What follows belongs to an exercise in optimizing a design on an open flow for small area, a short achievable clock period and few clock cycles per item; a production flow would make more cautious choices. Function was checked by simulation only, so behaviour that the tests miss may differ from the original. Power and IR drop assume default switching activity.

// fetch_top
module fetch_top (
    input  logic  clk_in,
    input  logic  br_reset,
    input  logic  stall,
    input  logic  redirect_valid,
    input  logic [31:0] redirect_pc,
    output logic  out_valid,
    output logic [31:0] out_ins,
    output logic [31:0] out_pc,
    output logic [31:0] out_pred_pc,
    input  logic  upd_valid,
    input  logic [31:0] upd_pc,
    input  logic  upd_taken,
    output logic  mem_req,
    output logic [31:0] mem_addr,
    input  logic  mem_ack,
    input  logic [31:0] mem_data
);
For scale: roughly 130 flip-flops, about 8400 um2 of cells after synthesis.
Settings: LEC_CHECK=0, ABC_AREA=1, ABC_CLOCK_PERIOD_IN_PS=3000, CAP_MARGIN=20, CORE_MARGIN=8, CORE_UTILIZATION=40, CTS_BUF_LIST=sky130_fd_sc_hd__clkbuf_4 sky130_fd_sc_hd__clkbuf_8, CTS_CLUSTER_SIZE=30, SETUP_SLACK_MARGIN=3.3, SLEW_MARGIN=20, SYNTH_HIERARCHICAL=1, SYNTH_MINIMUM_KEEP_SIZE=0; clock period 6.0 ns.
standard.sh (not shown) runs the stock make flow with config.mk's settings and CLKGATE_MAP_FILE= SYNTH_SCRIPT=/design/flow/synth_recipe.tcl, a recipe that flattens the netlist after the stock synthesis.
==> flow/flow/run.sh <==
#!/bin/bash
# The standard layout, with the ports buffered by the smallest buffer
# instead of the flow's default pick; repair still resizes them as needed.
set -euo pipefail
export BUFFER_PORTS_ARGS="-buffer_cell sky130_fd_sc_hd__buf_1"
bash standard.sh > standard.log 2>&1
Testbench counts at the start, summed over its fixed seeds: cycles 51,127, items 14,446.
Next try:
Settings changed: SETUP_SLACK_MARGIN 3.3 to 3.4, TNS_END_PERCENT from default to 50.
Effect: First-iteration DRC count rises by about 40%. Clock-buffer cell count went down by 1. Setup slack is better by 52 ps. Flip-flop and latch count is unchanged. Die area is unchanged. Hold slack improves by 11 ps.
Next try:
Settings changed: CORE_UTILIZATION 40 to 55, TNS_END_PERCENT 50 to default.
The changed run went through all stages and came out clean.
Die area fell by 25%.
Design area is lower by 2.6%.
Via count falls by 2.1%.
Register-to-register slack stays flat.
Hold slack degrades by 3.0 ps.
Wire length is lower by about 9%.
First-iteration DRC count rises by 11%.
Synthesized area does not change.
Next try:
Settings changed: CORE_UTILIZATION 55 to 40, SETUP_SLACK_MARGIN 3.4 to 3.5.
- synthesized area is unchanged
- cell count went up by 6.7%
- wire length went up by 11%
- setup slack loses 57 ps
Next try:
Settings changed: SETUP_SLACK_MARGIN 3.5 to 3.4.
Area after synthesis does not change.
Die area is unchanged.
Worst hold slack is about the same.
First-iteration DRC count decreases by 8.7%.
Utilization decreases by 2.6 points.
Total power decreases by 1.3%.
Setup slack gets better by 94 ps.
Count of clock-buffer cells in the layout decreases by 1.


## run A
The RTL this note starts from:
==> flow/design.v <==
`timescale 1ns/100ps
`default_nettype none
module fetch_top (
    input  logic  clk_in,
    input  logic  br_reset,
    input  logic  stall,
    input  logic  redirect_valid,
    input  logic [31:0] redirect_pc,
    output logic  out_valid,
    output logic [31:0] out_ins,
    output logic [31:0] out_pc,
    output logic [31:0] out_pred_pc,
    input  logic  upd_valid,
    input  logic [31:0] upd_pc,
    input  logic  upd_taken,
    output logic  mem_req,
    output logic [31:0] mem_addr,
    input  logic  mem_ack,
    input  logic [31:0] mem_data
);
    localparam logic [6:0] OP_JAL    = 7'b1101111;
    localparam logic [6:0] OP_BRANCH = 7'b1100011;
    logic [1:0]  ctr_q [16];
    logic [31:2] addr_q;      
    logic [31:2] np_q;        
    logic        stale_q;     
    logic        discard;
    logic        deliver;
    assign mem_addr    = {addr_q, 2'b00};
    assign out_pc      = {addr_q, 2'b00};
    assign out_pred_pc = {np_q, 2'b00};
    assign discard = mem_req && mem_ack && (stale_q || redirect_valid);
    assign deliver = mem_req && mem_ack && !stale_q && !redirect_valid && !stall;
    logic        is_jal, is_br, taken;
    logic [18:0] t_lo;
    logic        t_c;
    logic [10:0] hi_inc, hi_dec;
    logic [29:0] seq_pc;
    assign is_jal = (mem_data[6:0] == OP_JAL);
    assign is_br  = (mem_data[6:0] == OP_BRANCH);
    assign taken  = is_jal || (is_br && ctr_q[addr_q[5:2]][1]);
    tgt_add tgt_add_i (.a(addr_q[20:2]), .ins(mem_data), .s(t_lo), .co(t_c));
    incdec #(.N(11)) hi_id (.x(addr_q[31:21]), .inc(hi_inc), .dec(hi_dec));
    logic [18:0] seq_lo;
    logic        seq_c;
    inc #(.N(19)) seq_i (.x(addr_q[20:2]), .y(seq_lo), .co(seq_c));
    assign seq_pc = {seq_c ? hi_inc : addr_q[31:21], seq_lo};
    logic [29:0] np_hold;     
    logic        take;        
    logic [10:0] hi_c1, hi_c0;
    logic [10:0] np_hi_c1, np_hi_c0;
    logic [29:0] np_d;
    always_comb begin
        if (br_reset) begin
            np_hold = '0;
        end else if (redirect_valid) begin
            np_hold = redirect_pc[31:2];
        end else if (deliver) begin
            np_hold = seq_pc;
        end else begin
            np_hold = np_q;
        end
    end
    assign take  = deliver && taken && !br_reset;
    assign hi_c1 = mem_data[31] ? addr_q[31:21] : hi_inc;
    assign hi_c0 = mem_data[31] ? hi_dec : addr_q[31:21];
    assign np_hi_c1 = take ? hi_c1 : np_hold[29:19];
    assign np_hi_c0 = take ? hi_c0 : np_hold[29:19];
    sel2 #(.N(19)) lo_sel (.s(take), .a(t_lo), .b(np_hold[18:0]), .y(np_d[18:0]));
    sel2 #(.N(11)) hi_sel (.s(t_c), .a(np_hi_c1), .b(np_hi_c0), .y(np_d[29:19]));
    always_ff @(posedge clk_in) begin
        if (br_reset) begin
            mem_req   <= 1'b0;
            out_valid <= 1'b0;
            stale_q   <= 1'b0;
        end else begin
            out_valid <= deliver;
            if (!mem_req) begin
                if (!redirect_valid) begin
                    mem_req <= 1'b1;
                    stale_q <= 1'b0;
                end
            end else begin
                if (redirect_valid) begin
                    stale_q <= 1'b1;
                end
                if (discard) begin
                    mem_req <= 1'b0;
                end
                if (deliver) begin
                    mem_req <= 1'b0;
                end
            end
        end
    end
    always_ff @(posedge clk_in) begin
        np_q <= np_d;
    end
    always_ff @(posedge clk_in) begin
        if (!mem_req && !redirect_valid) begin
            addr_q <= np_q;
        end
    end
    always_ff @(posedge clk_in) begin
        out_ins <= mem_data;
    end
    for (genvar i = 0; i < 16; i++) begin : ctr_
        logic [1:0] c;
        logic [1:0] c_next;
        assign c = ctr_q[i];
        assign c_next = upd_taken ? {c[1] | c[0], c[1] | !c[0]}
                                  : {c[1] & c[0], c[1] & !c[0]};
        always_ff @(posedge clk_in) begin
            if (br_reset) begin
                ctr_q[i] <= 2'b01;
            end else if (upd_valid && upd_pc[5:2] == i) begin
                ctr_q[i] <= c_next;
            end
        end
    end
endmodule
module tgt_add (
    input  logic [18:0] a,
    input  logic [31:0] ins,
    output logic [18:0] s,
    output logic        co
);
    logic [18:0] b;
    assign b[18]    = ins[31];
    assign b[17:13] = ins[2] ? ins[19:15] : {5{ins[31]}};
    assign b[12:10] = ins[3] ? ins[14:12] : {3{ins[31]}};
    assign b[9]     = ins[3] ? ins[20] : ins[7];
    assign b[8:3]   = ins[30:25];
    assign b[2:0]   = ins[2] ? ins[24:22] : ins[11:9];
    ks_add #(.N(19)) add_i (.a(a), .b(b), .s(s), .co(co));
endmodule
module ks_add #(
    parameter int N = 8
) (
    input  logic [N-1:0] a,
    input  logic [N-1:0] b,
    output logic [N-1:0] s,
    output logic         co
);
    localparam int L = (N > 16) ? 5 : (N > 8) ? 4 : (N > 4) ? 3 : (N > 2) ? 2 : 1;
    logic [N-1:0] g [L+1];
    logic [N-1:0] p [L+1];
    logic [N-1:0] x;
    assign x    = a ^ b;
    assign g[0] = a & b;
    assign p[0] = x;
    for (genvar l = 0; l < L; l++) begin : lvl
        for (genvar i = 0; i < N; i++) begin : bit_
            if (i >= (1 << l)) begin : comb
                assign g[l+1][i] = g[l][i] | (p[l][i] & g[l][i-(1<<l)]);
                assign p[l+1][i] = p[l][i] & p[l][i-(1<<l)];
            end else begin : pass
                assign g[l+1][i] = g[l][i];
                assign p[l+1][i] = p[l][i];
            end
        end
    end
    assign s  = x ^ {g[L][N-2:0], 1'b0};
    assign co = g[L][N-1];
endmodule
module incdec #(
    parameter int N = 8
) (
    input  logic [N-1:0] x,
    output logic [N-1:0] inc,
    output logic [N-1:0] dec
);
    assign inc = x + 1'b1;
    assign dec = x - 1'b1;
endmodule
module inc #(
    parameter int N = 8
) (
    input  logic [N-1:0] x,
    output logic [N-1:0] y,
    output logic         co
);
    assign {co, y} = {1'b0, x} + 1'b1;
endmodule
module sel2 #(
    parameter int N = 8
) (
    input  logic         s,
    input  logic [N-1:0] a,
    input  logic [N-1:0] b,
    output logic [N-1:0] y
);
    assign y = s ? a : b;
endmodule
`default_nettype wire
Settings: LEC_CHECK=0, ABC_CLOCK_PERIOD_IN_PS=3000, CAP_MARGIN=20, CORE_MARGIN=8, CORE_UTILIZATION=40, CTS_BUF_LIST=sky130_fd_sc_hd__clkbuf_4 sky130_fd_sc_hd__clkbuf_8, CTS_CLUSTER_SIZE=30, SETUP_SLACK_MARGIN=3.2, SLEW_MARGIN=20, SYNTH_HIERARCHICAL=1, SYNTH_MINIMUM_KEEP_SIZE=0; clock period 6.0 ns.
==> flow/flow/run.sh <==
#!/bin/bash
# The standard layout, with the ports buffered by the smallest buffer
# instead of the flow's default pick; repair still resizes them as needed.
set -euo pipefail
export BUFFER_PORTS_ARGS="-buffer_cell sky130_fd_sc_hd__buf_1"
export REMOVE_ABC_BUFFERS=1
bash standard.sh > standard.log 2>&1
Testbench counts of run A, summed over its fixed seeds: cycles 51,127, items 14,446.
## Diff of input files: run B against run A
-- flow/config.mk --
<<< run A, line 7
export LEC_CHECK = 0
export ABC_CLOCK_PERIOD_IN_PS = 3000
>>> run B, line 7
export LEC_CHECK = 0
export ABC_AREA = 1
export ABC_CLOCK_PERIOD_IN_PS = 3000
<<< run A, line 13
export CTS_CLUSTER_SIZE = 30
export SETUP_SLACK_MARGIN = 3.2
export SLEW_MARGIN = 20
>>> run B, line 14
export CTS_CLUSTER_SIZE = 30
export SETUP_SLACK_MARGIN = 3.1
export SLEW_MARGIN = 20
Results
- Side by side, pin count of the biggest net entering global routing turned out lower in run B than in run A.
- Run A ended up with buf_1 as its most common library cell in the layout ignoring fill and taps; run B ended up with nand2_1.
- Relative to run A, the total power of run B is lower by about 6.6%.
- Run B ended with more well-tap cell count than run A.
- Max routed wire length on met3 across run B and run A: run B
- Final instance area: run B better than run A
- In the route summary, run B ends up with a via count exceeding that of run A.
- Run A → run B: minimum clock period after layout decreased by 0.24 ns relative to the old numbers; layout overhead on the synthesized area decreased by 7.8 points relative to the old numbers; combinational power decreased by 17% relative to the old numbers.
- The relative area of clock buffers and inverters in the final design was comparable across run B and run A.
What run C does differently from run B at the input level:
-- flow/config.mk --
<<< run B, line 7
export LEC_CHECK = 0
export ABC_AREA = 1
export ABC_CLOCK_PERIOD_IN_PS = 3000
export CAP_MARGIN = 20
export CORE_MARGIN = 8
>>> run C, line 7
export LEC_CHECK = 0
export ABC_CLOCK_PERIOD_IN_PS = 3000
export CAP_MARGIN = 5
export CORE_MARGIN = 8
<<< run B, line 14
export CTS_CLUSTER_SIZE = 30
export SETUP_SLACK_MARGIN = 3.1
export SLEW_MARGIN = 20
export SYNTH_HIERARCHICAL = 1
>>> run C, line 13
export CTS_CLUSTER_SIZE = 30
export SETUP_SLACK_MARGIN = 2.8
export SLEW_MARGIN = 5
export SYNTH_HIERARCHICAL = 1
==> comparison <==
- Run C vs. run B: clock group share of total power moved down, total power moved up, internal power went up by 0.16 mW, share of the clock period used by the worst path after layout rose 5.9 points.
- The clock-buffer cell count in run C sits 4 above the value recorded for run B.
- Most common cell after layout, fill and taps aside = buf_1: run C; most common cell after layout, fill and taps aside = nand2_1: run B
> inputs changed (run C -> run D)
-- flow/config.mk --
<<< run C, line 7
export LEC_CHECK = 0
export ABC_CLOCK_PERIOD_IN_PS = 3000
export CAP_MARGIN = 5
export CORE_MARGIN = 8
>>> run D, line 7
export LEC_CHECK = 0
export ABC_AREA = 1
export ABC_CLOCK_PERIOD_IN_PS = 3000
export CAP_MARGIN = 20
export CORE_MARGIN = 8
<<< run C, line 13
export CTS_CLUSTER_SIZE = 30
export SETUP_SLACK_MARGIN = 2.8
export SLEW_MARGIN = 5
export SYNTH_HIERARCHICAL = 1
>>> run D, line 14
export CTS_CLUSTER_SIZE = 30
export SETUP_SLACK_MARGIN = 3.5
export SLEW_MARGIN = 20
export SYNTH_HIERARCHICAL = 1
--- outcome ---
Run D closes out successfully: all stages finished, all timing, DRC and antenna checks passed.
On delay of the slowest critical-path stage: between run C and run D, it ends up lower for run D.
Run D vs run C — clock power dropped by a few percent
In run D, share of the cycle needed by the critical path after routing is lower than in run C.
Run D vs. run C: overall power of the completed layout closely matched the old numbers; final cell count increased by 38% relative to the old numbers; buffer count excluding the clock tree in the final layout increased by about 20% relative to the old numbers.
Between run C and run D, the hold slack figures differ only marginally.
The run with more setup slack is run D; run C has less.
For run D, the commonest non-fill, non-tap cell in the layout was nand2_1, unlike run C, where it was buf_1.

-- static timing again, ports no longer ideal --
The results above use ideal ports. As a check the final layouts listed here were re-extracted and re-timed, cells and wires unchanged.
Step 1 (the two cells are an assumption about what drives the block):
set clk [get_ports {clk_in}]
set_driving_cell -lib_cell sky130_fd_sc_hd__clkbuf_16 $clk
set_driving_cell -lib_cell sky130_fd_sc_hd__buf_2 [delete_from_list [all_inputs] $clk]
Step 2 also shifts input and output timing later by t, the mid clock arrival at the registers, as if the neighbouring blocks saw the same clock.
a / b / c = ideal / step 1 / step 2; a / b = the first two.
run	t (ns)	slack for setup (ns)	slew at the worst register clock pin (ns)	pins driven straight from the clock port
the first run of note 1	0.500	3.403 / 3.339 / 2.838	0.08 / 0.08	1
the second run of note 1	0.491	3.455 / 3.354 / 2.863	0.10 / 0.10	1
the third run of note 1	0.502	3.462 / 3.393 / 2.891	0.08 / 0.08	1
the fourth run of note 1	0.484	3.405 / 3.393 / 2.908	0.10 / 0.10	1
the fifth run of note 1	0.483	3.499 / 3.367 / 2.884	0.08 / 0.08	1
run A	0.486	2.976 / 2.961 / 2.475	0.08 / 0.08	1
run B	0.486	3.215 / 3.229 / 2.743	0.10 / 0.10	1
run C	0.481	2.859 / 2.851 / 2.370	0.08 / 0.08	1
run D	0.487	3.523 / 3.423 / 2.936	0.10 / 0.10	1
After both steps every run listed still meets setup and hold. For the fifth run of note 1, which loses most, drivers alone change the setup slack by -0.132 ns; drivers and shift together by -0.615 ns.
